Source: an optimization exercise on an open RTL-to-GDS flow (aim: small area, a short achievable clock period and few clock cycles per item). Production flows keep margins and buffers that such runs may drop.
Only simulation tests tie the RTL to the original design; equivalence was not proved.
Power is estimated from default activity; no workload was simulated.

--- flow/run.sh ---
#!/bin/bash
# synth_recipe.tcl (not shown) runs the flow's synth.tcl, then flattens the netlist and writes it again
# the make line also repeats each setting of config.mk as NAME=value (left out here)
make -C /OpenROAD-flow-scripts/flow DESIGN_CONFIG=/design/flow/config.mk WORK_HOME=/design/flow/orfs CLKGATE_MAP_FILE= SYNTH_SCRIPT=/design/flow/synth_recipe.tcl finish
--- flow/design.v ---
`default_nettype none
package bdq_pkg;
    localparam int OP_W     = 3;
    localparam int STATUS_W = 2;
    localparam int VALUE_W  = 32;
    localparam logic [OP_W-1:0] OP_PUSH_FRONT = 3'd0;
    localparam logic [OP_W-1:0] OP_PUSH_BACK  = 3'd1;
    localparam logic [OP_W-1:0] OP_LIST       = 3'd2;
    localparam logic [OP_W-1:0] OP_POP_FRONT  = 3'd3;
    localparam logic [OP_W-1:0] OP_POP_BACK   = 3'd4;
    localparam logic [STATUS_W-1:0] STAT_OK    = 2'd0;
    localparam logic [STATUS_W-1:0] STAT_EMPTY = 2'd1;
    localparam logic [STATUS_W-1:0] STAT_FULL  = 2'd2;
endpackage
`default_nettype wire
`default_nettype none
import bdq_pkg::*;
module bounded_deque_with_dump
#(
    parameter int DEPTH      = 16,
    parameter int DATA_WIDTH = 32
) (
    input  wire logic                         aclk,
    input  wire logic                         aresetn,
    input  wire logic                         s_valid,
    output logic                              s_ready,
    input  wire logic        [OP_W-1:0]       s_op,
    input  wire logic signed [VALUE_W-1:0]    s_value,
    output logic                              m_valid,
    input  wire logic                         m_ready,
    output logic             [STATUS_W-1:0]   m_status,
    output logic signed      [VALUE_W-1:0]    m_data,
    output logic             [$clog2(DEPTH+1)-1:0] m_fill,
    output logic                              m_last
);
    localparam int CNT_W = $clog2(DEPTH + 1);
    localparam int PTR_W = $clog2(DEPTH);
    logic [DATA_WIDTH-1:0] mem [DEPTH];
    logic [PTR_W-1:0]      head_q, tail_q;      
    logic [CNT_W-1:0]      cnt_q;
    logic                  empty_q;
    logic                  rdy_q;
    logic                  dv_q;                
    logic [STATUS_W-1:0]   d_st_q;
    logic [CNT_W-1:0]      d_fill_q;
    logic                  d_last_q;
    logic                  d_more_q;            
    logic [PTR_W-1:0]      d_rem_q;             
    logic [DEPTH-1:0]      d_rsel_q;            
    logic                  ov_q;                
    logic [STATUS_W-1:0]   o_st_q;
    logic [VALUE_W-1:0]    o_data_q;
    logic [CNT_W-1:0]      o_fill_q;
    logic                  o_last_q;
    logic                  kv_q;                
    logic [STATUS_W-1:0]   k_st_q;
    logic [VALUE_W-1:0]    k_data_q;
    logic [CNT_W-1:0]      k_fill_q;
    logic                  k_last_q;
    logic                  kv_n, dv_n, more_n;
    logic                  acc;
    logic                  full;
    logic                  is_push, is_list, is_popf, is_popb, is_pop;
    logic [DEPTH-1:0]      head_oh, tail_oh, back_oh;
    assign acc     = s_valid && rdy_q;
    assign full    = cnt_q[CNT_W-1];
    assign is_push = (s_op == OP_PUSH_FRONT) || (s_op == OP_PUSH_BACK);
    assign is_list = (s_op == OP_LIST);
    assign is_popf = (s_op == OP_POP_FRONT);
    assign is_popb = (s_op == OP_POP_BACK);
    assign is_pop  = is_popf || is_popb;
    always_comb begin
        for (int i = 0; i < DEPTH; i++) begin
            head_oh[i] = (head_q == PTR_W'(i));
            tail_oh[i] = (tail_q == PTR_W'(i));
            back_oh[i] = (tail_q == PTR_W'(i + 1));
        end
    end
    logic [STATUS_W-1:0]   n_st;
    logic [CNT_W-1:0]      n_fill;
    logic                  n_last, n_more;
    logic [PTR_W-1:0]      n_rem;
    logic [DEPTH-1:0]      n_rsel;
    always_comb begin
        n_st   = STAT_OK;
        n_fill = cnt_q;
        n_last = 1'b1;
        n_more = 1'b0;
        n_rem  = PTR_W'(cnt_q - CNT_W'(2));
        n_rsel = '0;
        if (is_push) begin
            if (full) n_st = STAT_FULL;
            else      n_fill = cnt_q + CNT_W'(1);
        end else if (is_list || is_pop) begin
            if (empty_q) begin
                n_st = STAT_EMPTY;
            end else begin
                n_rsel = is_popb ? back_oh : head_oh;
                if (is_pop) begin
                    n_fill = cnt_q - CNT_W'(1);
                end else begin
                    n_last = (cnt_q == CNT_W'(1));
                    n_more = !n_last;
                end
            end
        end
    end
    logic [PTR_W-1:0]      head_n, tail_n;
    logic [CNT_W-1:0]      cnt_n;
    always_comb begin
        head_n = head_q;
        tail_n = tail_q;
        cnt_n  = cnt_q;
        if (acc) begin
            if (is_push && !full) begin
                cnt_n = cnt_q + CNT_W'(1);
                if (s_op[0]) tail_n = tail_q + PTR_W'(1);
                else         head_n = head_q - PTR_W'(1);
            end
            if (is_pop && !empty_q) begin
                cnt_n = cnt_q - CNT_W'(1);
                if (is_popf) head_n = head_q + PTR_W'(1);
                else         tail_n = tail_q - PTR_W'(1);
            end
        end
    end
    logic                  fire, take;
    logic [VALUE_W-1:0]    b_data;
    assign fire = dv_q && !kv_q;
    assign take = m_ready || !ov_q;
    always_comb begin
        b_data = '0;
        for (int i = 0; i < DEPTH; i++) b_data = b_data | (mem[i] & {VALUE_W{d_rsel_q[i]}});
    end
    assign kv_n   = !take && (kv_q || fire);
    assign dv_n   = acc || (dv_q && !(fire && !d_more_q));
    assign more_n = acc ? n_more : (fire ? (d_rem_q != '0) : d_more_q);
    always_ff @(posedge aclk) begin
        if (!aresetn) begin
            head_q   <= '0;
            tail_q   <= '0;
            cnt_q    <= '0;
            empty_q  <= 1'b1;
            dv_q     <= 1'b0;
            d_more_q <= 1'b0;
            kv_q     <= 1'b0;
            ov_q     <= 1'b0;
            rdy_q    <= 1'b1;
        end else begin
            head_q   <= head_n;
            tail_q   <= tail_n;
            cnt_q    <= cnt_n;
            empty_q  <= (cnt_n == '0);
            dv_q     <= dv_n;
            d_more_q <= more_n;
            kv_q     <= kv_n;
            rdy_q    <= !dv_n || (!kv_n && !more_n);
            if (take) ov_q <= kv_q || fire;
        end
    end
    logic [DEPTH-1:0]      wen;
    always_comb begin
        for (int i = 0; i < DEPTH; i++)
            wen[i] = !(kv_q && dv_q) && !full && (head_oh[(i + 1) % DEPTH] || tail_oh[i]);
    end
    always_ff @(posedge aclk) begin
        for (int i = 0; i < DEPTH; i++) begin
            if (wen[i]) mem[i] <= s_value;
        end
    end
    always_ff @(posedge aclk) begin
        if (acc) begin
            d_st_q   <= n_st;
            d_fill_q <= n_fill;
            d_last_q <= n_last;
            d_rem_q  <= n_rem;
            d_rsel_q <= n_rsel;
        end else if (fire) begin
            d_last_q <= (d_rem_q == '0);
            d_rem_q  <= d_rem_q - PTR_W'(1);
            d_rsel_q <= {d_rsel_q[DEPTH-2:0], d_rsel_q[DEPTH-1]};
        end
    end
    always_ff @(posedge aclk) begin
        if (!kv_q) begin
            k_st_q   <= d_st_q;
            k_data_q <= b_data;
            k_fill_q <= d_fill_q;
            k_last_q <= d_last_q;
        end
    end
    always_ff @(posedge aclk) begin
        if (take) begin
            o_st_q   <= kv_q ? k_st_q   : d_st_q;
            o_data_q <= kv_q ? k_data_q : b_data;
            o_fill_q <= kv_q ? k_fill_q : d_fill_q;
            o_last_q <= kv_q ? k_last_q : d_last_q;
        end
    end
    assign s_ready  = rdy_q;
    assign m_valid  = ov_q;
    assign m_status = o_st_q;
    assign m_data   = o_data_q;
    assign m_fill   = o_fill_q;
    assign m_last   = o_last_q;
endmodule
`default_nettype wire
--- flow/config.mk ---
export PLATFORM = sky130hd
export DESIGN_NAME = bounded_deque_with_dump
export DESIGN_NICKNAME = bounded_deque_with_dump
export VERILOG_FILES = /design/flow/design.v
export SDC_FILE = /design/flow/constraint.sdc
export NUM_CORES = 4
export LEC_CHECK = 0
export ABC_CLOCK_PERIOD_IN_PS = 2000
export CAP_MARGIN = 20
export CORE_MARGIN = 2
export CORE_UTILIZATION = 65
export CTS_CLUSTER_DIAMETER = 45
export CTS_CLUSTER_SIZE = 20
export SETUP_SLACK_MARGIN = 2.9
export SLEW_MARGIN = 20
--- flow/constraint.sdc ---
create_clock -name core_clock -period 5.0 [get_ports {aclk}]
set_input_delay 1.0000 -clock core_clock [delete_from_list [all_inputs] [get_ports {aclk}]]
set_output_delay 1.0000 -clock core_clock [all_outputs]
set_load 0.01 [all_outputs]
==> results.sh, run 1 <==
export IMPL_worstMarginPinSlew_ps=805
export IMPL_p_int_mw=8.63
export IMPL_fp_dieH_um=194
export IMPL_yosysTopAreaCellShare=0.743
export IMPL_max_cap_viol_count=0
export IMPL_finalPower_mw=11.3
export IMPL_wl_per_cell_um=29.7
export IMPL_grt_pass1_wl_um=83700
export IMPL_grt_start_max_net_pins=44
export IMPL_ys_types=49
export IMPL_reg2reg_slack_ps=2920
export IMPL_h_tree_depth=2
export IMPL_crit_slowest_cell="edfxtp_1"
export IMPL_synth_edf_count=580
export IMPL_clk_pin_slew_ps=80
export IMPL_drt_iter0_drc=1558
export IMPL_firstDrtPassIters=5
export IMPL_core_region_area_mm2=0.0356
export IMPL_pre_cts_ws_ps=1570
export IMPL_cp_start_kind="flip-flop"
export IMPL_netlist_instances=1307
export IMPL_path_buf_inv=1
export IMPL_antenna_found_initial=1
export IMPL_clockPowerShare=0.372
export IMPL_fmax_mhz=455
export IMPL_leakage_nw=8.80
export IMPL_placementRows=69
export IMPL_period_share=0.440
export IMPL_grt_ovfl_total=0
export IMPL_relSlewSlack=0.464
export IMPL_dp_cells=1797
export IMPL_dpl_instance_area_mm2=0.0250
export IMPL_clockRootBuffer="clkbuf_16"
export IMPL_clockBufferDepth=3
export IMPL_synth_most_common_cell="edfxtp_1"
export IMPL_ios=81
export IMPL_drt_wl_total_um=57100
export IMPL_yosys_warnings=2
export IMPL_layout_nets=1480
export IMPL_grt_setup_unrepaired="true"
export IMPL_gp_congestion=0.901
export IMPL_ys_ff_latch=639
export IMPL_dp_hpwl_um=28700
export IMPL_syn_nets=1364
export IMPL_finalInstanceArea_mm2=0.0270
export IMPL_viasPerCell=6.89
export IMPL_ys_flop_type="edfxtp_1"
export IMPL_setup_ws_ps=2800
export IMPL_sw_frac_of_total=0.239
export IMPL_min_path_type="reg2reg"
export IMPL_syn_area_mm2=0.0234
export IMPL_syn2layout_area_growth_pct=15.0
export IMPL_cts_tree="built"
export IMPL_required_ps=4000
export IMPL_initial_core_util=0.659
export IMPL_final_antenna_net_count=0
export IMPL_status="complete, no violations"
export IMPL_clock_sinks=639
export IMPL_synth_common_cells="edfxtp_1 (580), a22o_1 (144), a221oi_1 (129)"
export IMPL_layout_cells_non_filler=1925
export IMPL_avgSynthCellArea_um2=17.9
export IMPL_skew_ps=34.9
export IMPL_p_sw_mw=2.71
export IMPL_yosys_area_top_type="edfxtp_1"
export IMPL_numCtsBuffers=52
export IMPL_worstPathArrival_ps=1200
export IMPL_synthArstFlopShare=0
export IMPL_cts_hold_buf=0
export IMPL_insertion_delay_ps=610
export IMPL_cp_cell_sequence="buf_2"
export IMPL_path_class="reg2out"
export IMPL_grt_util_all_layers=0.307
export IMPL_fin_tns_setup_ps=0
export IMPL_die_area_mm2=0.0376
export IMPL_crit_path_max_incr_delay_ps=440
export IMPL_vdd_drop_max_v=0.000414
export IMPL_drive_gt1_frac=0.196
export IMPL_path_delay_family="flip-flops"
export IMPL_finalSetupViolCount=0
export IMPL_port_buffers=80
export IMPL_critical_path_max_fanout=1
export IMPL_finalHoldViolations=0
export IMPL_fin_crit_ps=2200
export IMPL_seqPwrFrac=0.542
export IMPL_end_kind="output pin"
export IMPL_vias=13300
export IMPL_slew_viol_final=0
export IMPL_die_x_um=194
export IMPL_combPwrFrac=0.087
export IMPL_ys_top_cells_by_area="edfxtp_1 (74%), a22o_1 (5.4%), dfxtp_1 (5.0%)"
export IMPL_grt_pass1_vias=12900
export IMPL_fillerInstances=2139
export IMPL_drc=0
export IMPL_yosysSeqAreaShare=0.793
export IMPL_power_density_mw_per_mm2=421
-- final timing paths --
path / start / endpoint / cells after the start
worst min register to register: k_data_q[19] / k_data_q[19] / 1
worst min-delay path: k_data_q[19] / k_data_q[19] / 1
worst max register to register: d_rsel_q[12] / o_data_q[31] / 5
worst max-delay path: o_data_q[17] / m_data[17] / 1
-- area by class of cell --
class,count,area [um^2],share of cell area
antenna,1,2.50,0.0000928
clock buffer,58,1370,0.0506
clock inverter,36,432,0.0160
inverter,14,61.3,0.00227
multi-input combinational,566,4690,0.174
sequential,639,18600,0.690
tap,461,577,0.0214
timing repair buffer,150,1210,0.0451
-- through the flow --
step,utilization,hold WS [ps]
2_1_floorplan,-,446
3_3_place_gp,0.702,452
3_5_place_dp,0.702,460
4_1_cts,0.754,477
5_1_grt,0.758,487
6_report,0.758,474
-- kinds of logic after synthesis --
family | synth area share
flip-flops | 0.793
AO/OA/AOI/OAI | 0.118
buffers and inverters | 0.0172
XOR/XNOR | 0.00635
adder cells (fa/ha/maj) | 0.00961
multiplexers | 0.0218
AND/OR/NAND/NOR | 0.0337
-- sequential cells by signal (all words and copies together), names as in the netlist, 5 cells and up --
signal,count
cnt_q,5
d_fill_q,5
d_rsel_q,16
k_data_q,32
k_fill_q,5
mem,512
o_data_q,32
o_fill_q,5
-- routing by layer --
| layer | part of all wire | global-route usage | routed length [um] |
|---|---|---|---|
| met5 | 0 | 0 | 0 |
| met4 | 0.029 | 0.0937 | 1670 |
| met3 | 0.096 | 0.0607 | 5480 |
| met2 | 0.47 | 0.482 | 26900 |
| met1 | 0.40 | 0.445 | 23100 |
-- cell usage in the layout (no fill, tap or decap), types with 5 or more instances in the layout --
master	count
buf_6	21
nor2_1	27
a221oi_1	128
nand4_1	32
inv_8	7
inv_6	7
clkinvlp_4	5
a22o_1	144
buf_2	42
nand3_1	22
o21ai_1	14
inv_1	11
nor3_1	6
edfxtp_1	580
a21oi_1	12
nand2_1	35
clkdlybuf4s50_1	35
ha_1	18
dfxtp_1	56
a21oi_4	16
clkbuf_16	53
buf_4	46
clkinv_8	7
xnor2_1	13
mux2i_1	6
mux2_2	40
-- what timing repair did --
action                                  CTS  global route
pin swaps                                 9             3
gates resized for setup                 200            25
setup buffers                            24             9
endpoints found under the setup margin  652           402
-- power groups by stage --
stage          Clock (mW)  Combinational [mW]  Sequential, mW
2_1_floorplan           0               0.532            6.24
3_3_place_gp            0               0.900            6.29
3_5_place_dp            0               0.908            6.30
4_1_cts              4.27               0.955            6.14
5_1_grt              4.46                1.04            6.16
6_report             4.22               0.981            6.14
Testbench counts, summed over its fixed seeds: cycles 11,579, items 8,000.
==> inputs of run 2 (changes only) <==
--- a/flow/config.mk
+++ b/flow/config.mk
@@ -8,8 +8,8 @@
 export ABC_CLOCK_PERIOD_IN_PS = 2000
 export CAP_MARGIN = 20
 export CORE_MARGIN = 2
-export CORE_UTILIZATION = 65
-export CTS_CLUSTER_DIAMETER = 45
-export CTS_CLUSTER_SIZE = 20
-export SETUP_SLACK_MARGIN = 2.9
+export CORE_UTILIZATION = 70
+export CTS_CLUSTER_DIAMETER = 50
+export CTS_CLUSTER_SIZE = 32
+export SETUP_SLACK_MARGIN = 2.95
 export SLEW_MARGIN = 20
==> run 2 against run 1 <==
Final cell count shrank 0.57%; largest cell class unchanged; via count grew 1.5%; routed wire length grew 2.0%; count of clock-buffer cells in the layout shrank 10; critical endpoint unchanged; cell area is essentially flat; combinational power is essentially flat; still clean on timing, DRC and antenna; sequential share of layout area is essentially flat.
==> results.sh, run 2 <==
export IMPL_antenna_found_initial=1
export IMPL_fin_crit_ps=2190
export IMPL_synth_common_cells="edfxtp_1 (580), a22o_1 (144), a221oi_1 (129)"
export IMPL_viasPerCell=7.04
export IMPL_synthArstFlopShare=0
export IMPL_cts_tree="built"
export IMPL_path_class="reg2out"
export IMPL_fp_dieH_um=187
export IMPL_max_cap_viol_count=0
export IMPL_core_region_area_mm2=0.0333
export IMPL_placementRows=67
export IMPL_reg2reg_slack_ps=2980
export IMPL_final_cell_mix="edfxtp_1 (580), a22o_1 (144), a221oi_1 (123)"
export IMPL_firstDrtPassIters=6
export IMPL_vias=13500
export IMPL_clockRootBuffer="clkbuf_16"
export IMPL_fin_tns_setup_ps=0
export IMPL_yosysTopAreaCellShare=0.743
export IMPL_finalSetupViolCount=0
export IMPL_grt_pass1_wl_um=84500
export IMPL_port_buffers=80
export IMPL_ys_types=49
export IMPL_power_density_mw_per_mm2=404
export IMPL_die_x_um=187
export IMPL_clk_pin_slew_ps=80
export IMPL_syn_nets=1364
export IMPL_yosys_warnings=2
export IMPL_grt_setup_unrepaired="true"
export IMPL_path_delay_family="flip-flops"
export IMPL_drt_wl_total_um=58300
export IMPL_clockBufferDepth=3
export IMPL_die_area_mm2=0.0350
export IMPL_mostFrequentLayoutCell="edfxtp_1"
export IMPL_gp_congestion=0.906
export IMPL_drt_iter0_drc=1771
export IMPL_cp_cell_sequence="buf_2"
export IMPL_final_antenna_net_count=0
export IMPL_vdd_drop_max_v=0.000326
export IMPL_syn_area_mm2=0.0234
export IMPL_skew_ps=36.4
export IMPL_ys_flop_type="edfxtp_1"
export IMPL_clock_sinks=639
export IMPL_layout_nets=1489
export IMPL_period_share=0.437
export IMPL_yosys_area_top_type="edfxtp_1"
export IMPL_worstMarginPinSlew_ps=854
export IMPL_fillerInstances=1691
export IMPL_cp_start_kind="flip-flop"
export IMPL_grt_start_max_net_pins=44
export IMPL_wl_per_cell_um=30.4
export IMPL_finalHoldViolations=0
export IMPL_timing_hold_ws_ps=472
export IMPL_largest_reg_flops=512
export IMPL_critical_path_max_fanout=1
export IMPL_leakage_nw=8.80
export IMPL_dp_hpwl_um=28800
export IMPL_synth_edf_count=580
export IMPL_regMostFlops="mem"
export IMPL_grt_ovfl_total=0
export IMPL_path_buf_inv=1
export IMPL_initial_core_util=0.704
export IMPL_dpl_instance_area_mm2=0.0250
export IMPL_finalInstanceArea_mm2=0.0270
export IMPL_drc=0
export IMPL_numCtsBuffers=43
export IMPL_ys_ff_latch=639
export IMPL_relSlewSlack=0.430
export IMPL_grt_pass1_vias=13200
export IMPL_ios=81
export IMPL_status="complete, no violations"
export IMPL_avgSynthCellArea_um2=17.9
export IMPL_yosysSeqAreaShare=0.793
export IMPL_required_ps=4000
export IMPL_reg_top3="mem: 512 flops, k_data_q: 32 flops, o_data_q: 32 flops"
export IMPL_h_tree_depth=2
export IMPL_crit_path_max_incr_delay_ps=450
export IMPL_netlist_instances=1307
export IMPL_syn2layout_area_growth_pct=15.1
export IMPL_slew_viol_final=0
export IMPL_drive_gt1_frac=0.210
export IMPL_synth_most_common_cell="edfxtp_1"
export IMPL_worstPathArrival_ps=1190
export IMPL_end_kind="output pin"
export IMPL_grt_util_all_layers=0.334
export IMPL_ys_top_cells_by_area="edfxtp_1 (74%), a22o_1 (5.4%), dfxtp_1 (5.0%)"
export IMPL_insertion_delay_ps=570
export IMPL_min_path_type="reg2reg"
export IMPL_crit_slowest_cell="edfxtp_1"
export IMPL_fmax_mhz=458
run 2: cell counts after synthesis:
Identical to the previous run, type by type.
run 2: what timing repair did:
item / in CTS / in global routing
gates cloned: 3 / 1
endpoints found under the setup margin: 679 / 357
hold buffers: 0 / 0
buffers inserted: 47 / 2
pin swaps: 6 / 7
gates resized for setup: 209 / 38
run 2: kinds of logic (layout without fill, tap and decap cells):
kind of cell	count (synthesis)	after routing	synth area share
compound gates	335	338	0.118
xor+xnor	17	17	0.00635
fa+ha+maj	18	18	0.00961
buf+inv	102	256	0.0172
flops	639	639	0.793
mux	46	46	0.0218
other cells	0	1	0
simple gates	150	151	0.0337
run 2: report_power, final:
part           internal (mW)  total [mW]  leakage, nW  switching (mW)
clock network           1.89        3.75        0.739            1.86
logic                  0.356        1.01         2.24           0.651
registers               6.06        6.14         5.82          0.0843
total                   8.31        10.9         8.80            2.59
run 2: final timing paths:
check,from,endpoint,depth (start not counted)
max,o_data_q[17],m_data[17],1
min,k_fill_q[3],k_fill_q[3],1
max reg2reg,d_rsel_q[10],o_data_q[25],5
min reg2reg,k_fill_q[3],k_fill_q[3],1
run 2: area by class of cell:
| cell class | count | area [um^2] | area share |
|---|---|---|---|
| Clock buffer | 48 | 1140 | 0.0422 |
| Antenna cell | 1 | 2.50 | 0.0000928 |
| Timing Repair Buffer | 164 | 1370 | 0.0507 |
| Multi-Input combinational cell | 570 | 4840 | 0.179 |
| Clock inverter | 30 | 388 | 0.0144 |
| Inverter | 14 | 68.8 | 0.00255 |
| Tap cell | 448 | 561 | 0.0208 |
| Sequential cell | 639 | 18600 | 0.690 |
run 2: stage by stage:
step	cells	power [mW]	worst slack (ps)	utilization
2_1_floorplan	1307	6.78	2730	-
3_3_place_gp	1781	7.17	1680	0.750
3_5_place_dp	1782	7.21	1570	0.750
4_1_cts	1910	10.9	2790	0.806
5_1_grt	1913	11.2	2790	0.810
6_report	1914	10.9	2810	0.810
run 2: metal layers:
metal / vias to the layer above / part of all wire / GRT usage
li1: 5659 / - / -
met1: 6814 / 0.37 / 0.471
met2: 891 / 0.50 / 0.550
met3: 103 / 0.11 / 0.0548
met4: 0 / 0.023 / 0.100
met5: - / 0 / 0
==> inputs of run 3 (changes only) <==
--- a/flow/config.mk
+++ b/flow/config.mk
@@ -8,8 +8,9 @@
 export ABC_CLOCK_PERIOD_IN_PS = 2000
 export CAP_MARGIN = 20
 export CORE_MARGIN = 2
-export CORE_UTILIZATION = 70
-export CTS_CLUSTER_DIAMETER = 50
-export CTS_CLUSTER_SIZE = 32
-export SETUP_SLACK_MARGIN = 2.95
+export CORE_UTILIZATION = 60
+export CTS_CLUSTER_DIAMETER = 60
+export CTS_CLUSTER_SIZE = 25
+export PLACE_DENSITY_LB_ADDON = 0.1
+export SETUP_SLACK_MARGIN = 2.85
 export SLEW_MARGIN = 20
==> run 3 against run 2 <==
Critical path type unchanged; still clean on timing, DRC and antenna; largest cell class unchanged; power decreased by 2.3%; global-route usage fell by 4.2 points; combinational power is essentially flat; worst setup slack worse by 18 ps.
==> results.sh, run 3 <==
export IMPL_yosysSeqAreaShare=0.793
export IMPL_die_area_mm2=0.0407
export IMPL_skew_ps=23.6
export IMPL_max_cap_viol_count=0
export IMPL_ios=81
export IMPL_ys_top_cells_by_area="edfxtp_1 (74%), a22o_1 (5.4%), dfxtp_1 (5.0%)"
export IMPL_drt_iter0_drc=1441
export IMPL_numCtsBuffers=38
export IMPL_final_antenna_net_count=0
export IMPL_mostFrequentLayoutCell="edfxtp_1"
export IMPL_vdd_drop_max_v=0.000245
export IMPL_yosys_area_top_type="edfxtp_1"
export IMPL_fmax_mhz=454
export IMPL_synth_compound_area_frac=0.118
export IMPL_leakage_nw=8.66
export IMPL_initial_core_util=0.607
export IMPL_viasPerCell=6.69
export IMPL_path_buf_inv=1
export IMPL_synth_top_family_by_area="compound AO/OA/AOI/OAI gates"
export IMPL_cts_hold_buf=0
export IMPL_reg_top3="mem: 512 flops, k_data_q: 32 flops, o_data_q: 32 flops"
export IMPL_syn2layout_area_growth_pct=14.0
export IMPL_ys_flop_type="edfxtp_1"
export IMPL_synth_common_cells="edfxtp_1 (580), a22o_1 (144), a221oi_1 (129)"
export IMPL_wl_per_cell_um=29.7
export IMPL_die_x_um=202
export IMPL_clockBufferDepth=3
export IMPL_path_class="reg2out"
export IMPL_yosysTopAreaCellShare=0.743
export IMPL_dp_hpwl_um=29100
export IMPL_period_share=0.441
export IMPL_crit_path_max_incr_delay_ps=460
export IMPL_worstPathArrival_ps=1200
export IMPL_grt_ovfl_total=0
export IMPL_gp_congestion=0.885
export IMPL_grt_util_all_layers=0.292
export IMPL_placementRows=72
export IMPL_cp_start_kind="flip-flop"
export IMPL_clk_pin_slew_ps=90
export IMPL_h_tree_depth=2
export IMPL_fin_crit_ps=2200
export IMPL_layout_nets=1480
export IMPL_path_delay_family="flip-flops"
export IMPL_min_path_type="reg2reg"
export IMPL_critical_path_max_fanout=1
export IMPL_relSlewSlack=0.469
export IMPL_power_density_mw_per_mm2=398
export IMPL_required_ps=4000
export IMPL_crit_slowest_cell="edfxtp_1"
export IMPL_final_cell_mix="edfxtp_1 (580), a22o_1 (144), a221oi_1 (128)"
export IMPL_finalSetupViolCount=0
export IMPL_worstMarginPinSlew_ps=796
export IMPL_syn_nets=1364
export IMPL_clock_sinks=639
export IMPL_grt_pass1_wl_um=85700
export IMPL_slew_viol_final=0
export IMPL_finalHoldViolations=0
export IMPL_clockRootBuffer="clkbuf_16"
export IMPL_largest_reg_flops=512
export IMPL_grt_pass1_vias=13000
export IMPL_avgSynthCellArea_um2=17.9
export IMPL_drive_gt1_frac=0.191
export IMPL_firstDrtPassIters=5
export IMPL_insertion_delay_ps=580
export IMPL_synthArstFlopShare=0
export IMPL_drt_wl_total_um=58600
export IMPL_cts_tree="built"
export IMPL_syn_area_mm2=0.0234
export IMPL_netlist_instances=1307
export IMPL_synthAdderAreaFrac=0.00961
export IMPL_final_util=0.692
export IMPL_status="complete, no violations"
export IMPL_cp_cell_sequence="buf_6"
export IMPL_fp_dieH_um=202
export IMPL_ys_ff_latch=639
export IMPL_yosys_mux_area_fraction=0.0218
export IMPL_fillerInstances=2460
export IMPL_port_buffers=80
export IMPL_core_region_area_mm2=0.0386
export IMPL_grt_setup_unrepaired="true"
export IMPL_ys_types=49
export IMPL_end_kind="output pin"
export IMPL_yosys_warnings=2
export IMPL_synth_edf_count=580
export IMPL_fin_tns_setup_ps=0
export IMPL_antenna_found_initial=2
export IMPL_grt_start_max_net_pins=44
export IMPL_vias=13200
export IMPL_synth_simple_area_share=0.0337
export IMPL_synthXorXnorAreaFrac=0.00635
export IMPL_synth_most_common_cell="edfxtp_1"
export IMPL_drc=0
export IMPL_regMostFlops="mem"
[run 3: final timing paths]
path | start | end | slack [ps] | cells past startpoint
max | o_data_q[17] | m_data[17] | 2800 | 1
min | k_data_q[7] | k_data_q[7] | 480 | 1
max reg2reg | tail_q[3] | mem[11][26] | 2840 | 4
min reg2reg | k_data_q[7] | k_data_q[7] | 480 | 1
[run 3: cell type report]
cell class              instances  area (um^2)  share of cell area
flip-flops and latches        639        18600               0.696
multi-input cells             570         4760               0.178
repair buffers                160         1320              0.0494
clock buffers                  49         1080              0.0403
well taps                     518          648              0.0242
clock inverters                20          260             0.00974
inverters                      14         57.6             0.00215
diodes                          1         2.50           0.0000936
[run 3: timing repair]
item / CTS / global route
setup buffers: 38 / 5
resized for setup: 191 / 25
setup endpoints to repair: 576 / 276
pin swaps: 14 / 3
gates cloned: 4 / 0
[run 3: layer usage]
metal	routed length (um)	vias up	part of all wire	global-route usage
met3	5830	119	0.10	0.0530
met5	11	-	0.00019	0
met2	28200	687	0.48	0.471
met1	22700	6741	0.39	0.410
li1	-	5631	-	-
met4	1840	2	0.031	0.0956
[run 3: worst register-to-register path, delay by kind of cell, from the launching register on]
family / cells / cell delay (ps)
buf+inv: 1 / 320
compound gates: 1 / 350
flops: 1 / 590
simple gates: 2 / 590
[run 3: metrics by stage]
stage                     hold WS [ps]  power (mW)  setup slack, ps  instance area [um^2]  std cells
after floorplan                    446        6.77             2560                 23600       1307
after CTS                          479        10.7             2790                 26600       1965
after global routing               489        10.9             2770                 26700       1970
after detailed placement           458        7.20             1610                 25000       1854
final                              476        10.7             2800                 26700       1971
after global placement             451        7.18             1690                 25000       1854
[run 3: kinds of logic after synthesis]
| kind of cell | after synthesis |
|---|---|
| fa+ha+maj | 18 |
| mux | 46 |
| buf+inv | 102 |
| compound gates | 335 |
| xor+xnor | 17 |
| flops | 639 |
| simple gates | 150 |
[run 3: power by group]
part	switching, mW	internal (mW)	total (mW)
clock	1.81	1.71	3.53
combinational	0.639	0.350	0.988
sequential	0.0785	6.06	6.14
==> inputs of run 4 (changes only) <==
==> flow/flow/run.sh (new file) <==
#!/bin/bash
set -euo pipefail
cp config.mk flow_cfg.mk
cat >> flow_cfg.mk <<'EOF'
export CTS_ARGS = -sink_clustering_enable -repair_clock_nets -sink_clustering_size 25 -sink_clustering_max_diameter 60 -dont_use_dummy_load
export BUFFER_PORTS_ARGS = -buffer_cell sky130_fd_sc_hd__buf_2
EOF
sed "s|DESIGN_CONFIG=[^ ]*|DESIGN_CONFIG=$PWD/flow_cfg.mk|" standard.sh > flow_standard.sh
grep -q "DESIGN_CONFIG=$PWD/flow_cfg.mk" flow_standard.sh
bash flow_standard.sh > orfs_make.log 2>&1
==> flow/standard.sh (new file) <==
#!/bin/bash
# synth_recipe.tcl (not shown) runs the flow's synth.tcl, then flattens the netlist and writes it again
# the make line also repeats each setting of config.mk as NAME=value (left out here)
make -C /OpenROAD-flow-scripts/flow DESIGN_CONFIG=/design/flow/config.mk WORK_HOME=/design/flow/orfs CLKGATE_MAP_FILE= SYNTH_SCRIPT=/design/flow/synth_recipe.tcl "${@:-finish}"
--- a/flow/config.mk
+++ b/flow/config.mk
@@ -8,9 +8,8 @@
 export ABC_CLOCK_PERIOD_IN_PS = 2000
 export CAP_MARGIN = 20
 export CORE_MARGIN = 2
-export CORE_UTILIZATION = 60
+export CORE_UTILIZATION = 72
 export CTS_CLUSTER_DIAMETER = 60
 export CTS_CLUSTER_SIZE = 25
-export PLACE_DENSITY_LB_ADDON = 0.1
-export SETUP_SLACK_MARGIN = 2.85
+export SETUP_SLACK_MARGIN = 2.9
 export SLEW_MARGIN = 20
removed: flow/run.sh
==> run 4 against run 3 <==
Clock power decreased by 19%; still clean; largest power group unchanged; power decreased by 6.4%; routed wire length fell by 3.2%; largest cell class unchanged; critical path depth did not move; sequential power barely moved; register-to-register slack improved by 80 ps; combinational power shrank 2%.
==> results.sh, run 4 <==
export IMPL_worstMarginPinSlew_ps=805
export IMPL_yosysSeqAreaShare=0.793
export IMPL_grt_pass1_vias=13100
export IMPL_largest_reg_flops=512
export IMPL_antenna_found_initial=2
export IMPL_period_share=0.437
export IMPL_ys_ff_latch=639
export IMPL_syn2layout_area_growth_pct=10.6
export IMPL_path_buf_inv=1
export IMPL_firstDrtPassIters=6
export IMPL_fp_dieH_um=184
export IMPL_final_util=0.803
export IMPL_path_class="reg2out"
export IMPL_crit_slowest_cell="edfxtp_1"
export IMPL_yosys_warnings=2
export IMPL_placementRows=66
export IMPL_core_region_area_mm2=0.0323
export IMPL_clockRootBuffer="clkbuf_16"
export IMPL_drc=0
export IMPL_grt_ovfl_total=0
export IMPL_viasPerCell=7.21
export IMPL_clk_pin_slew_ps=90
export IMPL_initial_core_util=0.726
export IMPL_synth_most_common_cell="edfxtp_1"
export IMPL_crit_path_max_incr_delay_ps=460
export IMPL_status="complete, no violations"
export IMPL_clockBufferDepth=3
export IMPL_finalSetupViolCount=0
export IMPL_skew_ps=50.8
export IMPL_fin_tns_setup_ps=0
export IMPL_cts_hold_buf=0
export IMPL_synth_edf_count=580
export IMPL_port_buffers=80
export IMPL_synthArstFlopShare=0
export IMPL_relSlewSlack=0.463
export IMPL_end_kind="output pin"
export IMPL_grt_util_all_layers=0.342
export IMPL_ys_types=49
export IMPL_wl_per_cell_um=30.6
export IMPL_power_density_mw_per_mm2=384
export IMPL_die_area_mm2=0.0340
export IMPL_grt_pass1_wl_um=82600
export IMPL_finalPower_mw=9.97
export IMPL_die_x_um=184
export IMPL_h_tree_depth=2
export IMPL_insertion_delay_ps=550
export IMPL_drive_gt1_frac=0.192
export IMPL_grt_start_max_net_pins=44
export IMPL_mostFrequentLayoutCell="edfxtp_1"
export IMPL_fin_crit_ps=2180
export IMPL_vias=13400
export IMPL_fillerInstances=1686
export IMPL_grt_setup_unrepaired="true"
export IMPL_path_delay_family="flip-flops"
export IMPL_final_cell_mix="edfxtp_1 (580), a22o_1 (144), a221oi_1 (127)"
export IMPL_min_path_type="reg2reg"
export IMPL_gp_congestion=0.903
export IMPL_cp_start_kind="flip-flop"
export IMPL_drt_wl_total_um=56700
export IMPL_ys_top_cells_by_area="edfxtp_1 (74%), a22o_1 (5.4%), dfxtp_1 (5.0%)"
export IMPL_synth_common_cells="edfxtp_1 (580), a22o_1 (144), a221oi_1 (129)"
export IMPL_leakage_nw=8.40
export IMPL_regMostFlops="mem"
export IMPL_worstPathArrival_ps=1180
export IMPL_multi_input_comb_area_mm2=0.00474
export IMPL_yosys_area_top_type="edfxtp_1"
export IMPL_max_cap_viol_count=0
export IMPL_ios=81
export IMPL_drt_iter0_drc=1973
export IMPL_ys_flop_type="edfxtp_1"
export IMPL_final_antenna_net_count=0
export IMPL_required_ps=4000
export IMPL_cp_cell_sequence="buf_2"
export IMPL_syn_nets=1364
export IMPL_fmax_mhz=458
export IMPL_cts_tree="built"
export IMPL_vdd_drop_max_v=0.000304
export IMPL_clock_sinks=639
export IMPL_timing_hold_ws_ps=463
export IMPL_slew_viol_final=0
export IMPL_avgSynthCellArea_um2=17.9
export IMPL_finalHoldViolations=0
export IMPL_critical_path_max_fanout=1
export IMPL_dp_hpwl_um=28800
export IMPL_yosysTopAreaCellShare=0.743
export IMPL_reg_top3="mem: 512 flops, k_data_q: 32 flops, o_data_q: 32 flops"
export IMPL_syn_area_mm2=0.0234
export IMPL_ff_latch_area_mm2=0.0186
export IMPL_netlist_instances=1307
export IMPL_layout_nets=1467
export IMPL_numCtsBuffers=37
## run 4: cell counts after synthesis
No cell type changed its count.
## run 4: what timing repair did
action,CTS,global route
pin swaps,11,3
resized for setup,15,23
buffers inserted,27,4
setup endpoints to repair,474,197
cloned,4,0
## run 4: path summary, 6_finish.rpt
path	slack, ps	end	from	cells past startpoint
worst max-delay path	2820	m_data[17]	o_data_q[17]	1
worst min-delay path	460	k_st_q[0]	d_st_q[0]	1
worst max register to register	2920	o_data_q[1]	d_rsel_q[7]	4
worst min register to register	460	k_st_q[0]	d_st_q[0]	1
## run 4: stage by stage
stage                     instances  setup WS [ps]  area, um^2
after floorplan                1307           2740       23700
after global placement         1777           1900       24500
after detailed placement       1778           1810       24600
after CTS                      1846           2830       25800
after global routing           1851           2810       25900
final                          1852           2820       25900
## run 4: final cells by class
type | instances | share of cell area
Antenna cell | 2 | 0.000193
Timing Repair Buffer | 148 | 0.0402
Inverter | 14 | 0.00222
Sequential cell | 639 | 0.717
Multi-Input combinational cell | 570 | 0.183
Tap cell | 442 | 0.0213
Clock buffer | 37 | 0.0357
## run 4: layer usage
layer	vias up	GRT usage	part of all wire	routed length, um
met4	2	0.101	0.023	1300
li1	5577	-	-	-
met3	121	0.0636	0.12	7080
met1	6710	0.479	0.36	20400
met2	951	0.562	0.49	27900
met5	-	0	0.00019	11
## run 4: cells by family (layout without fill, tap and decap cells)
logic type	after synthesis	in the layout	share of synthesized area
compound gates	335	338	0.118
fa+ha+maj	18	18	0.00961
simple gates	150	151	0.0337
xor+xnor	17	17	0.00635
other cells	0	2	0
mux	46	46	0.0218
flops	639	639	0.793
buf+inv	102	199	0.0172
## run 4: where the power goes
part | total, mW | switching (mW) | internal, mW
Combinational | 0.973 | 0.642 | 0.331
Clock | 2.85 | 1.53 | 1.32
Sequential | 6.14 | 0.0816 | 6.06
==> inputs of run 5 (changes only) <==
--- a/flow/config.mk
+++ b/flow/config.mk
@@ -8,8 +8,8 @@
 export ABC_CLOCK_PERIOD_IN_PS = 2000
 export CAP_MARGIN = 20
 export CORE_MARGIN = 2
-export CORE_UTILIZATION = 72
+export CORE_UTILIZATION = 65
 export CTS_CLUSTER_DIAMETER = 60
 export CTS_CLUSTER_SIZE = 25
-export SETUP_SLACK_MARGIN = 2.9
+export SETUP_SLACK_MARGIN = 3.0
 export SLEW_MARGIN = 20
==> run 5 against run 4 <==
Largest power group unchanged; clock power barely moved; critical endpoint unchanged; sequential share of layout area shrank 1.8 points; power rose by 0.69%; die area rose by 11%.
==> results.sh, run 5 <==
export IMPL_status="complete, no violations"
export IMPL_syn_nets=1364
export IMPL_slew_viol_final=0
export IMPL_leakage_nw=8.68
export IMPL_grt_pass1_vias=13000
export IMPL_regMostFlops="mem"
export IMPL_yosys_warnings=2
export IMPL_synth_simple_area_share=0.0337
export IMPL_layout_nets=1499
export IMPL_die_x_um=194
export IMPL_avgSynthCellArea_um2=17.9
export IMPL_max_cap_viol_count=0
export IMPL_period_share=0.436
export IMPL_finalSetupViolCount=0
export IMPL_fin_crit_ps=2180
export IMPL_yosysTopAreaCellShare=0.743
export IMPL_path_buf_inv=1
export IMPL_path_class="reg2out"
export IMPL_antenna_found_initial=2
export IMPL_grt_util_all_layers=0.309
export IMPL_drt_wl_total_um=58500
export IMPL_ys_flop_type="edfxtp_1"
export IMPL_final_antenna_net_count=0
export IMPL_fin_tns_setup_ps=0
export IMPL_grt_ovfl_total=0
export IMPL_clk_pin_slew_ps=90
export IMPL_viasPerCell=6.97
export IMPL_path_depth=1
export IMPL_cp_startpoint="o_data_q[17]"
export IMPL_clockBufferDepth=3
export IMPL_ys_ff_latch=639
export IMPL_core_region_area_mm2=0.0356
export IMPL_pre_cts_ws_ps=1960
export IMPL_die_area_mm2=0.0376
export IMPL_yosysSeqAreaShare=0.793
export IMPL_fmax_mhz=459
export IMPL_r2r_end="o_data_q[28]"
export IMPL_drc=0
export IMPL_synth_most_common_cell="edfxtp_1"
export IMPL_synth_top_family_by_area="compound AO/OA/AOI/OAI gates"
export IMPL_wl_per_cell_um=30.7
export IMPL_clock_sinks=639
export IMPL_gp_congestion=0.879
export IMPL_required_ps=4000
export IMPL_cp_start_kind="flip-flop"
export IMPL_relSlewSlack=0.484
export IMPL_h_tree_depth=2
export IMPL_netlist_instances=1307
export IMPL_fillerInstances=2107
export IMPL_port_buffers=80
export IMPL_final_cell_mix="edfxtp_1 (580), a22o_1 (144), a221oi_1 (115)"
export IMPL_mostFrequentLayoutCell="edfxtp_1"
export IMPL_finalHoldViolations=0
export IMPL_skew_ps=54.2
export IMPL_placementRows=69
export IMPL_drive_gt1_frac=0.233
export IMPL_yosys_area_top_type="edfxtp_1"
export IMPL_synth_compound_area_frac=0.118
export IMPL_ys_top_cells_by_area="edfxtp_1 (74%), a22o_1 (5.4%), dfxtp_1 (5.0%)"
export IMPL_ys_types=49
export IMPL_clockRootBuffer="clkbuf_16"
export IMPL_cts_hold_buf=0
export IMPL_cp_cell_sequence="buf_2"
export IMPL_worstPathArrival_ps=1180
export IMPL_vdd_drop_max_v=0.000311
export IMPL_worstSetupEndpoint="m_data[17]"
export IMPL_crit_slowest_cell="edfxtp_1"
export IMPL_reg2reg_depth=6
export IMPL_syn_area_mm2=0.0234
export IMPL_ios=81
export IMPL_largest_reg_flops=512
export IMPL_cts_tree="built"
export IMPL_synth_edf_count=580
export IMPL_critical_path_max_fanout=1
export IMPL_r2r_start="d_rsel_q[4]"
export IMPL_insertion_delay_ps=560
export IMPL_crit_path_max_incr_delay_ps=450
export IMPL_timing_hold_ws_ps=476
export IMPL_synth_common_cells="edfxtp_1 (580), a22o_1 (144), a221oi_1 (129)"
export IMPL_synthAdderAreaFrac=0.00961
export IMPL_numCtsBuffers=37
export IMPL_synthArstFlopShare=0
export IMPL_fp_dieH_um=194
export IMPL_drt_iter0_drc=1665
export IMPL_yosys_mux_area_fraction=0.0218
export IMPL_path_delay_family="flip-flops"
export IMPL_min_path_type="reg2reg"
export IMPL_grt_setup_unrepaired="true"
export IMPL_syn2layout_area_growth_pct=13.6
export IMPL_end_kind="output pin"
export IMPL_reg_top3="mem: 512 flops, k_data_q: 32 flops, o_data_q: 32 flops"
export IMPL_dp_hpwl_um=29400
export IMPL_firstDrtPassIters=5
export IMPL_power_density_mw_per_mm2=377
export IMPL_grt_pass1_wl_um=84700
export IMPL_vias=13300
export IMPL_synthXorXnorAreaFrac=0.00635
export IMPL_worstMarginPinSlew_ps=774
export IMPL_grt_start_max_net_pins=44
export IMPL_setup_ws_ps=2820
export IMPL_reg2reg_slack_ps=2960
export IMPL_initial_core_util=0.659
==> run 5: cell count changes in the layout (fill, tap and decap cells not counted), sizes merged <==
cell and delta:
diode -1, nand2 +1, buf +25, a21oi +1, clkbuf +5, inv -1
clkinvlp +1
==> run 5: routing by layer <==
metal | global-route usage | vias to the layer above | routed length [um]
li1 | - | 5636 | -
met1 | 0.449 | 6721 | 22700
met2 | 0.491 | 803 | 28100
met3 | 0.0583 | 100 | 6400
met4 | 0.0814 | 2 | 1300
met5 | 0 | - | 13
==> run 5: cell families after synthesis <==
kind of cell / count (synthesis)
buf+inv: 102
flops: 639
fa+ha+maj: 18
xor+xnor: 17
mux: 46
compound gates: 335
simple gates: 150
==> run 5: layout make-up <==
cell class              instances  area, um^2  share of cell area
flip-flops and latches        639       18600               0.699
multi-input cells             572        4960               0.186
well taps                     461         577              0.0217
clock buffers                  37         926              0.0348
inverters                      14        61.3             0.00230
repair buffers                178        1490              0.0561
diodes                          1        2.50           0.0000940
==> run 5: report_power, final <==
| part | internal, mW | leakage (nW) | switching [mW] |
|---|---|---|---|
| logic | 0.380 | 2.41 | 0.660 |
| clock network | 1.32 | 0.456 | 1.54 |
| registers | 6.06 | 5.82 | 0.0801 |
==> run 5: worst min path at each step <==
stage,start,endpoint,cells after the start
CTS,k_fill_q[1],k_fill_q[1],1
global route,k_fill_q[3],k_fill_q[3],1
finish,k_fill_q[3],k_fill_q[3],1
global placement,k_data_q[7],k_data_q[7],1
detailed placement,k_data_q[26],k_data_q[26],1
floorplan,k_data_q[0],k_data_q[0],1
==> run 5: repair_timing <==
action	CTS	global route
buffers inserted	52	6
gates cloned	6	3
pin swaps	9	10
resized for setup	41	61
endpoints found under the setup margin	663	438
==> run 5: per-stage QoR <==
stage / util / instances / instance area (um^2) / power, mW
floorplan: - / 1307 / 23700 / 6.78
global placement: 0.690 / 1794 / 24500 / 7.14
detailed placement: 0.692 / 1797 / 24600 / 7.16
CTS: 0.738 / 1892 / 26200 / 10.0
global route: 0.748 / 1901 / 26600 / 10.3
finish: 0.749 / 1902 / 26600 / 10.0
==> inputs of run 6 (changes only) <==
--- a/flow/config.mk
+++ b/flow/config.mk
@@ -5,11 +5,11 @@
 export SDC_FILE = /design/flow/constraint.sdc
 export NUM_CORES = 4
 export LEC_CHECK = 0
-export ABC_CLOCK_PERIOD_IN_PS = 2000
+export ABC_CLOCK_PERIOD_IN_PS = 3000
 export CAP_MARGIN = 20
 export CORE_MARGIN = 2
 export CORE_UTILIZATION = 65
 export CTS_CLUSTER_DIAMETER = 60
 export CTS_CLUSTER_SIZE = 25
-export SETUP_SLACK_MARGIN = 3.0
+export SETUP_SLACK_MARGIN = 2.9
 export SLEW_MARGIN = 20
==> run 6 against run 5 <==
Utilization decreased by 1.9 points; synthesized cell count unchanged; die area unchanged; clock power decreased by 2%; hold slack got worse by 4.4 ps; largest cell class unchanged.
==> results.sh, run 6 <==
export IMPL_status="complete, no violations"
export IMPL_grt_ovfl_total=0
export IMPL_antenna_found_initial=2
export IMPL_finalPower_mw=9.92
export IMPL_grt_pass1_vias=12800
export IMPL_synth_common_cells="edfxtp_1 (580), a22o_1 (144), a221oi_1 (129)"
export IMPL_grt_start_max_net_pins=44
export IMPL_critical_path_max_fanout=1
export IMPL_yosysSeqAreaShare=0.793
export IMPL_netlist_instances=1307
export IMPL_ys_ff_latch=639
export IMPL_crit_slowest_cell="edfxtp_1"
export IMPL_reg2reg_depth=5
export IMPL_synthArstFlopShare=0
export IMPL_min_path_type="reg2reg"
export IMPL_power_density_mw_per_mm2=383
export IMPL_mostFrequentLayoutCell="edfxtp_1"
export IMPL_skew_ps=61.5
export IMPL_leakage_nw=8.36
export IMPL_wl_per_cell_um=31.0
export IMPL_yosys_warnings=2
export IMPL_largest_reg_flops=512
export IMPL_numCtsBuffers=36
export IMPL_period_share=0.428
export IMPL_vdd_drop_max_v=0.000287
export IMPL_viasPerCell=6.96
export IMPL_clockRootBuffer="clkbuf_16"
export IMPL_use_met2=0.493
export IMPL_max_cap_viol_count=0
export IMPL_met1_usage=0.441
export IMPL_path_class="reg2out"
export IMPL_path_delay_family="flip-flops"
export IMPL_final_antenna_net_count=0
export IMPL_crit_path_max_incr_delay_ps=450
export IMPL_layout_nets=1462
export IMPL_syn_nets=1364
export IMPL_holdPathStages=1
export IMPL_fin_crit_ps=2140
export IMPL_ios=81
export IMPL_drc=0
export IMPL_relSlewSlack=0.450
export IMPL_synth_edf_count=580
export IMPL_worstMarginPinSlew_ps=824
export IMPL_clockBufferDepth=3
export IMPL_regMostFlops="mem"
export IMPL_yosys_area_top_type="edfxtp_1"
export IMPL_clock_sinks=639
export IMPL_placementRows=69
export IMPL_fin_tns_setup_ps=0
export IMPL_end_kind="output pin"
export IMPL_final_cell_mix="edfxtp_1 (580), a22o_1 (144), a221oi_1 (127)"
export IMPL_h_tree_depth=2
export IMPL_insertion_delay_ps=540
export IMPL_cts_tree="built"
export IMPL_path_buf_inv=1
export IMPL_core_region_area_mm2=0.0356
export IMPL_avgSynthCellArea_um2=17.9
export IMPL_firstDrtPassIters=5
export IMPL_synth_most_common_cell="edfxtp_1"
export IMPL_slew_viol_final=0
export IMPL_gp_congestion=0.840
export IMPL_ys_types=49
export IMPL_syn_area_mm2=0.0234
export IMPL_initial_core_util=0.659
export IMPL_gr_max_usage_layer="met2"
export IMPL_cp_cell_sequence="buf_2"
export IMPL_required_ps=4000
export IMPL_finalSetupViolCount=0
export IMPL_grtUsageMet3=0.0663
export IMPL_fp_dieH_um=194
export IMPL_fmax_mhz=467
export IMPL_ys_top_cells_by_area="edfxtp_1 (74%), a22o_1 (5.4%), dfxtp_1 (5.0%)"
export IMPL_grt_util_all_layers=0.309
export IMPL_dp_hpwl_um=29000
export IMPL_path_depth=1
export IMPL_worstPathArrival_ps=1140
export IMPL_vias=13000
export IMPL_yosysTopAreaCellShare=0.743
export IMPL_drive_gt1_frac=0.193
export IMPL_clk_pin_slew_ps=90
export IMPL_drt_wl_total_um=57800
export IMPL_drt_iter0_drc=1677
export IMPL_die_x_um=194
export IMPL_grt_setup_unrepaired="true"
export IMPL_finalHoldViolations=0
export IMPL_ys_flop_type="edfxtp_1"
export IMPL_grt_pass1_wl_um=84000
export IMPL_cts_hold_buf=0
export IMPL_reg_top3="mem: 512 flops, k_data_q: 32 flops, o_data_q: 32 flops"
export IMPL_die_area_mm2=0.0376
export IMPL_syn2layout_area_growth_pct=10.7
export IMPL_port_buffers=80
export IMPL_cp_start_kind="flip-flop"
run 6: cell families (layout without fill, tap and decap cells):
family,after synthesis,after routing,synth area share
buffers and inverters,102,194,0.0172
other,0,3,0
muxes,46,46,0.0218
AOI/OAI and AO/OA,335,338,0.118
and+or+nand+nor,150,151,0.0337
xor gates and xnor gates,17,17,0.00635
adders and majority gates,18,18,0.00961
DFF,639,639,0.793
run 6: power by group:
part | internal (mW) | switching, mW | total (mW)
Sequential | 6.06 | 0.0834 | 6.14
Clock | 1.29 | 1.51 | 2.80
Combinational | 0.334 | 0.647 | 0.981
run 6: area by class of cell:
cell class	count	area, um^2
repair buffers	144	1020
diodes	3	7.51
flip-flops and latches	639	18600
clock buffers	36	901
well taps	461	577
inverters	14	57.6
multi-input cells	570	4770
fillers	2162	9630
run 6: final timing paths:
| check | start | slack (ps) | endpoint |
|---|---|---|---|
| setup / recovery | o_data_q[1] | 2860 | m_data[1] |
| hold / removal | k_data_q[7] | 470 | k_data_q[7] |
| setup reg to reg | tail_q[0] | 2950 | mem[0][3] |
| hold reg to reg | k_data_q[7] | 470 | k_data_q[7] |
run 6: routing by layer:
metal / up-vias / routed length [um]
met5: - / 0
met4: 0 / 1540
met3: 108 / 6420
met2: 753 / 27700
met1: 6568 / 22100
li1: 5559 / -
run 6: stage by stage:
step / hold slack (ps) / cells / worst slack (ps) / utilization / cell area (um^2)
after floorplan: 446 / 1307 / 2740 / - / 23700
after global placement: 452 / 1796 / 1970 / 0.690 / 24500
after detailed placement: 458 / 1796 / 1920 / 0.690 / 24500
after CTS: 475 / 1861 / 2840 / 0.726 / 25800
after global routing: 499 / 1866 / 2830 / 0.729 / 25900
final: 471 / 1867 / 2860 / 0.729 / 25900
run 6: worst reg2reg max path, stage by stage, from the launching register on:
cell	delay (ps)
dfxtp_1	360
inv_1	120
ha_1	330
nand2_1	190
a21oi_4	360
buf_8	360
run 6: timing repair:
item                                   CTS  global route
pin swaps                                6             0
buffers inserted                        25             3
resized for setup                       31            30
cloned                                   4             0
endpoints found under the hold margin    0             0
setup endpoints to repair              600           313
==> inputs of run 7 (changes only) <==
--- a/flow/config.mk
+++ b/flow/config.mk
@@ -5,7 +5,7 @@
 export SDC_FILE = /design/flow/constraint.sdc
 export NUM_CORES = 4
 export LEC_CHECK = 0
-export ABC_CLOCK_PERIOD_IN_PS = 3000
+export ABC_CLOCK_PERIOD_IN_PS = 1500
 export CAP_MARGIN = 20
 export CORE_MARGIN = 2
 export CORE_UTILIZATION = 65
==> run 7 against run 6 <==
First-iteration DRC count unchanged; routed wire length unchanged; synthesized cell count unchanged; power unchanged; count of clock-buffer cells in the layout unchanged; clock skew unchanged; hold slack unchanged; largest cell class unchanged; highest routed layer unchanged.
==> results.sh, run 7 <==
export IMPL_grt_ovfl_total=0
export IMPL_layout_nets=1462
export IMPL_path_delay_family="flip-flops"
export IMPL_seqPwrFrac=0.619
export IMPL_sw_frac_of_total=0.226
export IMPL_initial_core_util=0.659
export IMPL_fillerInstances=2162
export IMPL_syn_nets=1364
export IMPL_fp_dieH_um=194
export IMPL_grt_util_all_layers=0.309
export IMPL_cts_tree="built"
export IMPL_fin_tns_setup_ps=0
export IMPL_yosysTopAreaCellShare=0.743
export IMPL_grt_setup_unrepaired="true"
export IMPL_ys_types=49
export IMPL_p_int_mw=7.68
export IMPL_p_sw_mw=2.24
export IMPL_clockPowerShare=0.282
export IMPL_syn2layout_area_growth_pct=10.7
export IMPL_yosys_area_top_type="edfxtp_1"
export IMPL_skew_ps=61.5
export IMPL_antenna_found_initial=2
export IMPL_ff_latch_area_mm2=0.0186
export IMPL_cp_cell_sequence="buf_2"
export IMPL_ys_flop_type="edfxtp_1"
export IMPL_port_buffers=80
export IMPL_drive_gt1_frac=0.193
export IMPL_combPwrFrac=0.099
export IMPL_insertion_delay_ps=540
export IMPL_critical_path_max_fanout=1
export IMPL_worstPathArrival_ps=1140
export IMPL_viasPerCell=6.96
export IMPL_slew_viol_final=0
export IMPL_regMostFlops="mem"
export IMPL_finalSetupViolCount=0
export IMPL_crit_slowest_cell="edfxtp_1"
export IMPL_end_kind="output pin"
export IMPL_drc=0
export IMPL_wl_per_cell_um=31.0
export IMPL_worstMarginPinSlew_ps=824
export IMPL_path_class="reg2out"
export IMPL_yosys_warnings=2
export IMPL_max_cap_viol_count=0
export IMPL_clk_pin_slew_ps=90
export IMPL_final_cell_mix="edfxtp_1 (580), a22o_1 (144), a221oi_1 (127)"
export IMPL_grt_pass1_vias=12800
export IMPL_relSlewSlack=0.450
export IMPL_status="complete, no violations"
export IMPL_synthArstFlopShare=0
export IMPL_period_share=0.428
export IMPL_drt_wl_total_um=57800
export IMPL_final_antenna_net_count=0
export IMPL_syn_area_mm2=0.0234
export IMPL_fin_crit_ps=2140
export IMPL_die_area_mm2=0.0376
export IMPL_die_x_um=194
export IMPL_min_path_type="reg2reg"
export IMPL_fmax_mhz=467
export IMPL_cp_start_kind="flip-flop"
export IMPL_firstDrtPassIters=5
export IMPL_mostFrequentLayoutCell="edfxtp_1"
export IMPL_timing_hold_ws_ps=471
export IMPL_gp_congestion=0.840
export IMPL_dp_hpwl_um=29000
export IMPL_numCtsBuffers=36
export IMPL_path_buf_inv=1
export IMPL_crit_path_max_incr_delay_ps=450
export IMPL_ys_top_cells_by_area="edfxtp_1 (74%), a22o_1 (5.4%), dfxtp_1 (5.0%)"
export IMPL_core_region_area_mm2=0.0356
export IMPL_required_ps=4000
export IMPL_finalHoldViolations=0
export IMPL_clockRootBuffer="clkbuf_16"
export IMPL_vdd_drop_max_v=0.000287
export IMPL_clockBufferDepth=3
export IMPL_ios=81
export IMPL_grt_start_max_net_pins=44
export IMPL_drt_iter0_drc=1677
export IMPL_reg_top3="mem: 512 flops, k_data_q: 32 flops, o_data_q: 32 flops"
export IMPL_vias=13000
export IMPL_largest_reg_flops=512
export IMPL_avgSynthCellArea_um2=17.9
export IMPL_multi_input_comb_area_mm2=0.00477
export IMPL_h_tree_depth=2
export IMPL_grt_pass1_wl_um=84000
export IMPL_synth_edf_count=580
export IMPL_netlist_instances=1307
export IMPL_synth_common_cells="edfxtp_1 (580), a22o_1 (144), a221oi_1 (129)"
export IMPL_synth_most_common_cell="edfxtp_1"
export IMPL_power_density_mw_per_mm2=383
export IMPL_leakage_nw=8.36
export IMPL_placementRows=69
export IMPL_yosysSeqAreaShare=0.793
export IMPL_ys_ff_latch=639
export IMPL_clock_sinks=639
==> run 7: cell counts in the layout (fill, tap and decap cells not counted) <==
No cell type changed its count.
==> run 7: repair_timing <==
| action | in CTS | in global routing |
|---|---|---|
| buffers inserted | 25 | 3 |
| hold endpoints to repair | 0 | 0 |
| hold buffers | 0 | 0 |
| gates resized for setup | 31 | 30 |
| gates cloned | 4 | 0 |
| pin swaps | 6 | 0 |
| setup endpoints to repair | 600 | 313 |
==> run 7: area by class of cell <==
class,instances,area share
sequential,639,0.717
multi-input combinational,570,0.184
timing repair buffer,144,0.0395
clock buffer,36,0.0347
tap,461,0.0222
inverter,14,0.00222
antenna,3,0.000289
==> run 7: power by group through the flow <==
stage / clock network [mW] / logic [mW] / registers [mW]
after floorplan: 0 / 0.532 / 6.24
after global placement: 0 / 0.859 / 6.29
after detailed placement: 0 / 0.871 / 6.30
after CTS: 2.83 / 0.958 / 6.14
after global routing: 3.02 / 1.04 / 6.16
final: 2.80 / 0.981 / 6.14
==> run 7: cells by family (layout without fill, tap and decap cells) <==
kind of cell	count (synthesis)	count (layout)	share of synthesized area
AO/OA/AOI/OAI	335	338	0.118
XOR/XNOR	17	17	0.00635
adder cells (fa/ha/maj)	18	18	0.00961
buffers and inverters	102	194	0.0172
flip-flops	639	639	0.793
multiplexers	46	46	0.0218
other	0	3	0
AND/OR/NAND/NOR	150	151	0.0337
==> run 7: through the flow <==
stage           util  std cells  area (um^2)  power, mW  setup slack, ps
3_5_place_dp   0.690       1796        24500       7.17             1920
3_3_place_gp   0.690       1796        24500       7.14             1970
2_1_floorplan      -       1307        23700       6.77             2740
5_1_grt        0.729       1866        25900       10.2             2830
6_report       0.729       1867        25900       9.92             2860
4_1_cts        0.726       1861        25800       9.93             2840
==> run 7: path summary, 6_finish.rpt <==
path               startpoint          end  cells after the start  slack [ps]
setup / recovery  o_data_q[1]    m_data[1]                      1        2860
hold / removal    k_data_q[7]  k_data_q[7]                      1         470
setup reg to reg    tail_q[0]    mem[0][3]                      5        2950
hold reg to reg   k_data_q[7]  k_data_q[7]                      1         470
==> run 7: per-layer routing <==
layer	track usage	routed length (um)	vias up
li1	-	-	5559
met4	0.0892	1540	0
met5	0	0	-
met2	0.493	27700	753
met3	0.0663	6420	108
met1	0.441	22100	6568
==> inputs of run 8 (changes only) <==
--- a/flow/config.mk
+++ b/flow/config.mk
@@ -5,11 +5,12 @@
 export SDC_FILE = /design/flow/constraint.sdc
 export NUM_CORES = 4
 export LEC_CHECK = 0
-export ABC_CLOCK_PERIOD_IN_PS = 1500
+export ABC_CLOCK_PERIOD_IN_PS = 2000
 export CAP_MARGIN = 20
 export CORE_MARGIN = 2
 export CORE_UTILIZATION = 65
 export CTS_CLUSTER_DIAMETER = 60
 export CTS_CLUSTER_SIZE = 25
+export GPL_TIMING_DRIVEN = 0
 export SETUP_SLACK_MARGIN = 2.9
 export SLEW_MARGIN = 20
==> run 8 against run 7 <==
Critical endpoint is now o_data_q[1]; die area unchanged; still clean; synthesized cell count unchanged; global-route usage up 2.7 points; hold slack got worse by 0.77 ps; fmax shrank 2.1%.
==> results.sh, run 8 <==
export IMPL_crit_slowest_cell="mux2_4"
export IMPL_yosys_area_top_type="edfxtp_1"
export IMPL_fin_tns_setup_ps=0
export IMPL_antenna_cells=0
export IMPL_core_region_area_mm2=0.0356
export IMPL_h_tree_depth=2
export IMPL_grt_setup_unrepaired="true"
export IMPL_fp_dieH_um=194
export IMPL_drc=0
export IMPL_path_class="reg2reg"
export IMPL_skew_ps=52.9
export IMPL_syn_area_mm2=0.0234
export IMPL_die_x_um=194
export IMPL_worstMarginPinSlew_ps=763
export IMPL_synth_common_cells="edfxtp_1 (580), a22o_1 (144), a221oi_1 (129)"
export IMPL_leakage_nw=9.15
export IMPL_ys_top_cells_by_area="edfxtp_1 (74%), a22o_1 (5.4%), dfxtp_1 (5.0%)"
export IMPL_finalPower_mw=10.2
export IMPL_yosysTopAreaCellShare=0.743
export IMPL_grt_pass1_vias=13500
export IMPL_initial_core_util=0.659
export IMPL_clockBufferDepth=3
export IMPL_firstDrtPassIters=6
export IMPL_mostFrequentLayoutCell="edfxtp_1"
export IMPL_netlist_instances=1307
export IMPL_fin_crit_ps=2190
export IMPL_yosysSeqAreaShare=0.793
export IMPL_critical_path_max_fanout=10
export IMPL_crit_path_max_incr_delay_ps=370
export IMPL_yosys_warnings=2
export IMPL_layout_nets=1550
export IMPL_numCtsBuffers=36
export IMPL_synth_most_common_cell="edfxtp_1"
export IMPL_finalSetupViolCount=0
export IMPL_placementRows=69
export IMPL_grt_util_all_layers=0.337
export IMPL_synth_edf_count=580
export IMPL_antenna_found_initial=2
export IMPL_dp_cells=1879
export IMPL_finalHoldViolations=0
export IMPL_clk_pin_slew_ps=80
export IMPL_end_kind="flip-flop"
export IMPL_relSlewSlack=0.491
export IMPL_cp_cell_sequence="clkbuf_1 > clkbuf_8 > a221oi_1 > nand4_1 > mux2_4"
export IMPL_wl_per_cell_um=32.1
export IMPL_ios=81
export IMPL_insertion_delay_ps=560
export IMPL_clock_sinks=639
export IMPL_grt_pass1_wl_um=90700
export IMPL_holdPathStages=1
export IMPL_layout_cells_non_filler=1952
export IMPL_grt_ovfl_total=0
export IMPL_required_ps=5290
export IMPL_avgSynthCellArea_um2=17.9
export IMPL_fmax_mhz=458
export IMPL_final_antenna_net_count=0
export IMPL_reg_top3="mem: 512 flops, k_data_q: 32 flops, o_data_q: 32 flops"
export IMPL_drt_iter0_drc=1685
export IMPL_drt_wl_total_um=62700
export IMPL_max_cap_viol_count=0
export IMPL_cts_tree="built"
export IMPL_ys_types=49
export IMPL_final_cell_mix="edfxtp_1 (580), a22o_1 (144), a221oi_1 (98)"
export IMPL_power_density_mw_per_mm2=369
export IMPL_syn_nets=1364
export IMPL_die_area_mm2=0.0376
export IMPL_ys_ff_latch=639
export IMPL_viasPerCell=6.99
export IMPL_largest_reg_flops=512
export IMPL_cp_start_kind="flip-flop"
export IMPL_synthArstFlopShare=0
export IMPL_slew_viol_final=0
export IMPL_ys_flop_type="edfxtp_1"
export IMPL_vias=13600
export IMPL_reg2reg_depth=5
export IMPL_port_buffers=78
export IMPL_fillerInstances=1995
export IMPL_grt_start_max_net_pins=43
export IMPL_syn2layout_area_growth_pct=17.5
export IMPL_status="complete, no violations"
export IMPL_min_path_type="reg2reg"
export IMPL_dp_hpwl_um=39800
export IMPL_drive_gt1_frac=0.247
export IMPL_regMostFlops="mem"
export IMPL_vdd_drop_max_v=0.000340
export IMPL_period_share=0.437
export IMPL_worstPathArrival_ps=2480
export IMPL_clockRootBuffer="clkbuf_16"
export IMPL_gp_congestion=0.878
==> run 8: area by class of cell <==
type | count | area [um^2] | share of cell area
plain buffers | 88 | 858 | 0.0312
well taps | 461 | 577 | 0.0209
flip-flops and latches | 639 | 18600 | 0.675
inverters | 14 | 57.6 | 0.00209
multi-input cells | 566 | 4910 | 0.178
clock buffers | 36 | 901 | 0.0327
repair buffers | 148 | 1640 | 0.0596
==> run 8: path summary, 6_finish.rpt <==
path                              startpoint           end  slack [ps]
worst max register to register   d_rsel_q[7]   o_data_q[1]        2810
worst max-delay path             d_rsel_q[7]   o_data_q[1]        2810
worst min register to register  k_data_q[19]  k_data_q[19]         470
worst min-delay path            k_data_q[19]  k_data_q[19]         470
==> run 8: kinds of logic (layout without fill, tap and decap cells) <==
group	count (synthesis)	count (layout)	synth area share
AO/OA/AOI/OAI	335	335	0.118
flip-flops	639	639	0.793
XOR/XNOR	17	17	0.00635
buffers and inverters	102	286	0.0172
AND/OR/NAND/NOR	150	150	0.0337
multiplexers	46	46	0.0218
adder cells (fa/ha/maj)	18	18	0.00961
==> run 8: per-stage QoR <==
stage | setup slack, ps | utilization | hold WS (ps) | area (um^2)
after global placement | 1880 | 0.693 | 452 | 24700
after detailed placement | 1950 | 0.718 | 456 | 25500
after floorplan | 2740 | - | 446 | 23700
after CTS | 2820 | 0.767 | 472 | 27300
after global routing | 2790 | 0.774 | 487 | 27500
final | 2810 | 0.774 | 471 | 27500
==> run 8: report_power, final <==
group,switching (mW),internal (mW)
Sequential,0.0716,6.06
Clock,1.53,1.29
Combinational,0.752,0.474
Total,2.36,7.82
==> run 8: timing repair <==
action                     4_1_cts  5_1_grt
hold buffers                     0        0
pin swaps                       14       13
setup endpoints to repair      574      199
resized for setup              166       61
setup buffers                   30        7
cloned                           0        0
==> run 8: per-layer routing <==
metal,GRT usage,vias up,wire (um)
met5,0,-,27
met4,0.105,4,2180
met3,0.0731,143,6930
met2,0.539,846,29900
met1,0.473,6909,23700
li1,-,5745,-
==> run 8: worst max-delay path, delay by kind of cell (launching register included) <==
| kind | cells | cell delay (ps) |
|---|---|---|
| compound gates | 1 | 340 |
| buf+inv | 2 | 550 |
| simple gates | 1 | 320 |
| mux | 1 | 370 |
| flops | 1 | 360 |

what the ideal ports hide:
No port has a modelled driver above. Below, the same layouts with a new extraction and two added sets of constraints.
Step 1 assumes that a clkbuf_16 drives the clock port and a buf_2 every other input.
Step 2 times the ports against the registers' clock, not the clock port: input delays grow and output delays shrink by t, the midpoint of the rising clock arrivals with the driver on.
a / b / c = ideal / step 1 / step 2; a / b = the first two.
run	t (ns)	setup WS [ns]	clock arrival spread, ns	slew at the worst register clock pin (ns)	pins driven straight from the clock port
run 1	0.647	2.800 / 2.744 / 2.380	0.036 / 0.037	0.08 / 0.08	1
run 2	0.599	2.815 / 2.763 / 2.352	0.037 / 0.036	0.09 / 0.09	1
run 3	0.633	2.797 / 2.739 / 2.351	0.028 / 0.028	0.10 / 0.10	1
run 4	0.581	2.817 / 2.763 / 2.417	0.052 / 0.052	0.10 / 0.10	1
run 5	0.589	2.822 / 2.769 / 2.485	0.055 / 0.054	0.09 / 0.09	1
run 6	0.563	2.860 / 2.805 / 2.444	0.061 / 0.062	0.09 / 0.09	1
run 7	0.563	2.860 / 2.805 / 2.444	0.061 / 0.062	0.09 / 0.09	1
run 8	0.583	2.814 / 2.814 / 2.465	0.054 / 0.054	0.09 / 0.09	1
After both steps setup and hold are still met in every run listed. For run 2, which loses most, drivers alone change the setup slack by -0.052 ns; drivers and shift together by -0.463 ns.
